This design comes from an exercise in tuning for small area and a short achievable clock period on the open sky130 flow, not from production work. Only simulation tests tie the RTL to the original design; equivalence was not proved. Power is estimated from default activity; no workload was simulated.

==> flow/design.v <==
package sspq_pkg;
    localparam int TAG_BITS = 16;
    typedef enum logic [1:0] {
        ACT_PUSH = 2'd0,
        ACT_POP  = 2'd1,
        ACT_PEEK = 2'd2
    } t_action;
    typedef enum logic [1:0] {
        ST_OK    = 2'd0,
        ST_FULL  = 2'd1,
        ST_EMPTY = 2'd2
    } t_status;
    typedef struct packed {
        logic push;
        logic pop;
    } t_cell_cmd;
    typedef struct packed {
        logic occ;   
        logic gt;    
    } t_cell_flags;
endpackage
module sspq_cell #(
    parameter int W = 32
) (
    input  logic         i_clk,
    input  logic         i_sel_next,
    input  logic         i_sel_prev,
    input  logic         i_sel_new,
    input  logic [W-1:0] i_next,
    input  logic [W-1:0] i_prev,
    input  logic [W-1:0] i_new,
    output logic [W-1:0] o_q
);
    logic [W-1:0] r_q;
    logic         sel_hold;
    assign sel_hold = !(i_sel_next || i_sel_prev || i_sel_new);
    always_ff @(posedge i_clk) begin
        r_q <= ({W{i_sel_next}} & i_next) | ({W{i_sel_prev}} & i_prev)
             | ({W{i_sel_new}} & i_new) | ({W{sel_hold}} & r_q);
    end
    assign o_q = r_q;
endmodule
module stable_sorted_priority_queue #(
    parameter int QUEUE_DEPTH = 32,
    parameter int KEY_BITS    = 16,
    localparam int CW         = $clog2(QUEUE_DEPTH + 1)
) (
    input  logic                          i_clk,
    input  logic                          i_rst_n,
    input  logic                          i_in_valid,
    output logic                          o_in_stall,
    input  logic [1:0]                    i_action,
    input  logic [sspq_pkg::TAG_BITS-1:0] i_entry_tag,
    input  logic [KEY_BITS-1:0]           i_base_key,
    input  logic [KEY_BITS-1:0]           i_key_increment,
    output logic                          o_out_valid,
    input  logic                          i_out_stall,
    output logic [sspq_pkg::TAG_BITS-1:0] o_out_tag,
    output logic [KEY_BITS-1:0]           o_out_key,
    output logic [1:0]                    o_status,
    output logic [CW-1:0]                 o_occupancy
);
    localparam int TB = sspq_pkg::TAG_BITS;
    localparam int EW = KEY_BITS + TB;    
    logic [QUEUE_DEPTH-1:0]         occ;
    logic [QUEUE_DEPTH-1:0]         gt;     
    logic [QUEUE_DEPTH-1:0][EW-1:0] ent;
    logic                r_p_push, r_p_pop;
    logic [KEY_BITS-1:0] r_p_key;
    logic [TB-1:0]       r_p_tag;
    logic                accept, is_push, is_pop, is_peek, full, empty;
    logic [KEY_BITS:0]   key_sum;
    logic [KEY_BITS-1:0] new_key;
    logic [CW-1:0]       r_count, n_count;
    logic                r_out_valid;
    logic [TB-1:0]       r_out_tag, n_out_tag;
    logic [KEY_BITS-1:0] r_out_key, n_out_key;
    logic [1:0]          r_status, n_status;
    logic [EW-1:0]       front;
    function automatic logic key_gt(input logic [KEY_BITS-1:0] a, input logic [KEY_BITS-1:0] b);
        logic [KEY_BITS-1:0] g, l;
        g = a & ~b;
        l = ~a & b;
        for (int w = 1; w < KEY_BITS; w = w * 2) begin
            for (int i = 0; i + w < KEY_BITS; i = i + 2 * w) begin
                g[i] = g[i + w] || (!l[i + w] && g[i]);
                l[i] = l[i + w] || (!g[i + w] && l[i]);
            end
        end
        key_gt = g[0];
    endfunction
    assign o_in_stall = r_out_valid && i_out_stall;
    assign accept     = i_in_valid && !o_in_stall;
    assign is_push = (i_action == 2'd0);
    assign is_pop  = (i_action == 2'd1);
    assign is_peek = (i_action == 2'd2);
    assign full    = (r_count == CW'(QUEUE_DEPTH));
    assign empty   = (r_count == '0);
    assign key_sum = {1'b0, i_base_key} + {1'b0, i_key_increment};
    assign new_key = key_sum[KEY_BITS] ? {KEY_BITS{1'b1}} : key_sum[KEY_BITS-1:0];
    always_ff @(posedge i_clk) begin
        if (!i_rst_n) begin
            r_p_push <= 1'b0;
            r_p_pop  <= 1'b0;
        end else begin
            r_p_push <= accept && is_push && !full;
            r_p_pop  <= accept && is_pop && !empty;
        end
        r_p_key <= new_key;
        r_p_tag <= i_entry_tag;
    end
    genvar gi;
    generate
        for (gi = 0; gi < QUEUE_DEPTH; gi++) begin : g_slot
            logic          gt_prev, occ_prev, occ_next;
            logic [EW-1:0] ent_prev, ent_next;
            assign gt[gi] = !occ[gi] || key_gt(ent[gi][EW-1:TB], r_p_key);
            if (gi == 0) begin : g_head
                assign gt_prev  = 1'b0;
                assign occ_prev = 1'b1;
                assign ent_prev = '0;
            end else begin : g_body
                assign gt_prev  = gt[gi-1];
                assign occ_prev = occ[gi-1];
                assign ent_prev = ent[gi-1];
            end
            if (gi == QUEUE_DEPTH - 1) begin : g_tail
                assign occ_next = 1'b0;
                assign ent_next = '0;
            end else begin : g_mid
                assign occ_next = occ[gi+1];
                assign ent_next = ent[gi+1];
            end
            always_ff @(posedge i_clk) begin
                if (!i_rst_n) begin
                    occ[gi] <= 1'b0;
                end else if (r_p_pop) begin
                    occ[gi] <= occ_next;
                end else if (r_p_push) begin
                    occ[gi] <= occ_prev;
                end
            end
            sspq_cell #(.W(EW)) u_cell (
                .i_clk      (i_clk),
                .i_sel_next (r_p_pop),
                .i_sel_prev (r_p_push && gt_prev),
                .i_sel_new  (r_p_push && gt[gi] && !gt_prev),
                .i_next     (ent_next),
                .i_prev     (ent_prev),
                .i_new      ({r_p_key, r_p_tag}),
                .o_q        (ent[gi])
            );
        end
    endgenerate
    always_comb begin
        if (r_p_pop)                front = ent[1];
        else if (r_p_push && gt[0]) front = {r_p_key, r_p_tag};
        else                        front = ent[0];
    end
    always_comb begin
        n_count   = r_count;
        n_out_tag = '0;
        n_out_key = '0;
        n_status  = 2'd0;
        if (is_push) begin
            if (full) n_status = 2'd1;
            else      n_count  = r_count + CW'(1);
        end else if (is_pop || is_peek) begin
            if (empty) begin
                n_status = 2'd2;
            end else begin
                {n_out_key, n_out_tag} = front;
                if (is_pop) n_count = r_count - CW'(1);
            end
        end
    end
    always_ff @(posedge i_clk) begin
        if (!i_rst_n) begin
            r_count     <= '0;
            r_out_valid <= 1'b0;
        end else begin
            if (accept) begin
                r_count     <= n_count;
                r_out_valid <= 1'b1;
            end else if (!i_out_stall) begin
                r_out_valid <= 1'b0;
            end
        end
        if (accept) begin
            r_out_tag <= n_out_tag;
            r_out_key <= n_out_key;
            r_status  <= n_status;
        end
    end
    assign o_out_valid = r_out_valid;
    assign o_out_tag   = r_out_tag;
    assign o_out_key   = r_out_key;
    assign o_status    = r_status;
    assign o_occupancy = r_count;
endmodule
==> flow/run.sh <==
#!/bin/bash
# synth_recipe.tcl (not shown) runs the flow's synth.tcl, then flattens the netlist and writes it again
# the make line also repeats each setting of config.mk as NAME=value (left out here)
make -C /OpenROAD-flow-scripts/flow DESIGN_CONFIG=/design/flow/config.mk WORK_HOME=/design/flow/orfs CLKGATE_MAP_FILE= SYNTH_SCRIPT=/design/flow/synth_recipe.tcl finish
==> flow/config.mk <==
export PLATFORM = sky130hd
export DESIGN_NAME = stable_sorted_priority_queue
export DESIGN_NICKNAME = stable_sorted_priority_queue
export VERILOG_FILES = /design/flow/design.v
export SDC_FILE = /design/flow/constraint.sdc
export NUM_CORES = 4
export LEC_CHECK = 0
export CAP_MARGIN = 20
export CORE_MARGIN = 2
export CORE_UTILIZATION = 50
export PLACE_DENSITY = 0.6
export SETUP_SLACK_MARGIN = 0.2
export SLEW_MARGIN = 20
==> flow/constraint.sdc <==
create_clock -name core_clock -period 5.5 [get_ports {i_clk}]
set_input_delay 1.1000 -clock core_clock [delete_from_list [all_inputs] [get_ports {i_clk}]]
set_output_delay 1.1000 -clock core_clock [all_outputs]
set_load 0.01 [all_outputs]
==> run notes <==
Buf/Inv on CP=3; Critical Path RT=6.16 ns; leakage=23.62 nW; share of post-route cells with drive strength above 1=8.505%; Flop pwr share=45.9%; status=complete, no violations; gr usage total=34.82%; Area Overhead vs Synth=10.54%; Cell Pwr Density=367.2 nW/um^2; boundary pin count=96; initial antenna violation count=0; Nets=6151; Cell Area, Synth=58280 sq um; pre-CTS setup slack=1.265 ns; GR Overflow Total=0; HP Class=reg2reg; Root Buffer=clkbuf_16; vias per cell=7.065; CP Launch Type=flip-flop; net switching power=7.478 mW; Peak VDD IR=0.0002565 V; Residual DRC=0; number of synthesized flops with an enable pin=34; Switching Fraction=31.61%; Mapped Cells=6318; CTS Buf Count=121; final hold slack=0.4570 ns; final number of max-transition violations=0; power share of the clock group=36.5%; Mapped Nets=6396; Max stage delay on crit path=0.72 ns; total setup buffers inserted after CTS=0; Worst Skew=0.02039 ns; Rel. slew slack=16.01%; Initial Utilization=50.29%; Cell Chain, Critical Path=inv_2, maj3_1, a21oi_1, o221ai_1, a221oi_1, o221a_2, nor2_2, buf_4, nor3_4, buf_4, a221o_1; Worst setup EP type=flip-flop; total core area=115900 sq um; Via Count=54380; antenna viol nets, final=0; RePlAce Congestion=0.9003; Sink Count=1131; Worst path most repeated cell=buf_4; hold buffer count at cts=0; unrepaired setup endpoints after global routing=false; maxcap violations=0; crit path max fanout=32; PortBufs=95; clock buffer depth=3; number of diodes=0; Avg Inst Size Synth=9.225 sq um; combinational share of power=17.6%; Cell Int Power=16.18 mW; H-tree depth=3; synth unique cells=99; setup_tns=0 ns; number of global-route vias before repair=52503; Final Critical Period=4.400 ns; CTS tree=yes; # rows=125; CP Data Arrival Time=5.06 ns; Non-Filler Instances=7697; post-CTS sizing=0; wire per inst=28.24 um; Routed WL=217.3 mm; Worst-path clk slew=0.06 ns; asr flop ratio synth=0%; largest delay contributor family on the critical path=compound AO/OA/AOI/OAI gates; synth warn=2; dpl hpwl=146.9 mm; setup violators final=0; Synth Flop Type=dfxtp_1; largest net degree at the start of global routing=203; cell total after placement=7473; Die Ht=345.4 um; die area=119300 sq um; fillcell total=10436; clk latency of the worst-skew pair=0.73 ns; global-route wire length before repair=329.6 mm; FMAX=227.3 MHz; Worst Setup Path Type=reg2reg; Die X-Extent=345.4 um; flops & latches, synth=1131; sequential area share after synthesis=39.43%; Fin. Hold Viols=0; Worst Max-Slew Pin Slew=1.255 ns; slowest CP cell=dfxtp_1; DR iter-0 viols=7048; final setup margin=1.100 ns; 1st-pass router iterations=12; Final Cycle Share=80.00%
-- power by group through the flow --
stage	clock (mW)	combinational (mW)	sequential, mW
2_1_floorplan	0	3.00	10.4
3_3_place_gp	0	4.01	11.0
3_5_place_dp	0	4.08	11.0
4_1_cts	8.71	4.10	10.8
5_1_grt	9.05	4.52	11.0
6_report	8.63	4.17	10.8
-- worst reg2reg max path, stage by stage (launching register included) --
cell	delay, ns
dfxtp_1	0.72
inv_2	0.34
maj3_1	0.43
a21oi_1	0.24
o221ai_1	0.22
a221oi_1	0.63
o221a_2	0.53
nor2_2	0.08
buf_4	0.26
nor3_4	0.22
buf_4	0.42
a221o_1	0.25
-- layout by cell type (no fill, tap or decap), types with 22 or more instances in the layout --
cell type	synthesis	layout
a211oi_1	46	45
a21oi_1	105	101
a221o_1	675	675
a222oi_1	238	238
a22o_1	494	494
a22oi_1	109	109
a2bb2o_1	26	26
a31oi_1	53	50
and2_1	62	62
buf_4	9	192
clkbuf_1	443	35
clkbuf_16	0	125
clkbuf_8	0	31
clkdlybuf4s50_1	0	94
dfxtp_1	1097	1080
edfxtp_1	34	34
ha_1	22	22
inv_1	292	288
maj3_1	246	246
maj3_2	23	23
mux2_1	29	29
mux2i_1	68	68
nand2_1	609	607
nand2b_1	150	148
nand3_1	105	105
nor2_1	138	127
nor2b_1	167	166
nor3_1	42	36
nor3b_1	35	33
o211ai_1	28	28
o21ai_0	227	227
o21ai_1	75	74
o221ai_1	79	79
o22ai_1	90	90
-- registers in the layout, indices dropped and copies added (netlist names) --
| name | flops |
|---|---|
| g_slot.u_cell.r_q | 1024 |
| occ | 32 |
| r_count | 6 |
| r_out_key | 16 |
| r_out_tag | 16 |
| r_out_valid | 1 |
| r_p_key | 16 |
| r_p_pop | 1 |
| r_p_push | 1 |
| r_p_tag | 16 |
| r_status | 2 |
-- logic make-up after synthesis --
logic type / after synthesis / share of synthesized area, %
AO/OA/AOI/OAI: 2431 / 34.95
XOR/XNOR: 18 / 0.2705
adder cells (fa/ha/maj): 293 / 5.210
buffers and inverters: 968 / 6.865
flip-flops: 1131 / 39.43
multiplexers: 100 / 1.786
AND/OR/NAND/NOR: 1377 / 11.49
-- synth_stat cells (9+ instances only) --
library cell,n,area share (%)
buf_4,9,0.12
xnor2_1,10,0.15
edfxtp_1,34,1.8
and2_1,62,0.67
a21o_1,18,0.23
ha_1,22,0.47
and3_1,15,0.16
a222oi_1,238,4.1
buf_2,175,1.5
a22oi_1,109,1.4
o21ai_0,227,1.9
nor3b_1,35,0.45
a22o_1,494,7.4
o221ai_1,79,1.2
a2bb2o_1,26,0.45
buf_1,21,0.14
nor3_2,12,0.21
nand3_1,105,0.90
a211oi_1,46,0.59
a21oi_1,105,0.90
mux2i_1,68,1.2
o31ai_1,13,0.17
mux2_1,29,0.56
maj3_1,246,4.2
maj3_2,23,0.44
buf_6,15,0.29
nor2_1,138,0.89
nor3_1,42,0.36
o21ai_1,75,0.64
o21a_1,15,0.19
o22ai_1,90,0.97
clkbuf_1,443,2.9
a221o_1,675,12
a221oi_1,17,0.26
inv_1,292,1.9
o2111ai_1,13,0.20
o211ai_1,28,0.36
a31oi_1,53,0.57
dfxtp_1,1097,38
nand2_1,609,3.9
or3_1,10,0.11
nor2b_1,167,1.8
nand2b_1,150,1.6
o32ai_1,11,0.17
-- per-stage QoR --
step | power (mW) | area, sq um | util, %
after floorplan | 13.37 | 58280 | -
after global placement | 14.98 | 60240 | 51.98
after detailed placement | 15.04 | 60250 | 51.99
after CTS | 23.61 | 64390 | 55.56
after global routing | 24.55 | 64430 | 55.59
final | 23.66 | 64430 | 55.59
-- final timing paths --
kind | start | end | slack (ns) | cells past startpoint
hold reg to reg | g_slot[8].u_cell.r_q[8] | g_slot[8].u_cell.r_q[8] | 0.46 | 2
setup / recovery | r_p_key[1] | g_slot[23].u_cell.r_q[5] | 1.10 | 11
hold / removal | g_slot[8].u_cell.r_q[8] | g_slot[8].u_cell.r_q[8] | 0.46 | 2
setup reg to reg | r_p_key[1] | g_slot[23].u_cell.r_q[5] | 1.10 | 11
-- layout make-up --
| class | instances | area [sq um] | area share, % |
|---|---|---|---|
| inverters | 303 | 1140 | 1.769 |
| clock buffers | 191 | 3686 | 5.721 |
| well taps | 1524 | 1907 | 2.960 |
| flip-flops and latches | 1131 | 23010 | 35.71 |
| repair buffers | 297 | 2595 | 4.028 |
| clock inverters | 32 | 459.2 | 0.7127 |
| multi-input cells | 4219 | 31630 | 49.10 |
-- routing by layer --
layer / up-vias / GRT usage [%] / wire [um]
met3: 411 / 5.077 / 18500
met5: - / 0 / 0
met1: 27038 / 46.58 / 90520
met4: 0 / 14.38 / 8826
li1: 24259 / - / -
met2: 2672 / 56.25 / 99500

## static timing again, ports no longer ideal
How much do the figures lean on ideal ports? The routed layout below was timed once more, with nothing changed but the port constraints.
Step 1 assumes that a clkbuf_16 drives the clock port and a buf_2 every other input.
Step 2 also shifts input and output timing later by t, the mid clock arrival at the registers, as if the neighbouring blocks saw the same clock.
a / b / c = no drivers / after step 1 / after step 2; a / b = the first two.
shift t [ns]: 0.798
setup WS [ns]: 1.100 / 1.100 / 1.100
worst setup path after step 2: register to register
latest minus earliest clock arrival (ns): 0.022 / 0.021
worst data-port slew with drivers (ns): 0.05
After both steps setup and hold are still met in this run. The setup slack of this run moves by 0.000 ns with the drivers and by 0.000 ns with both steps.
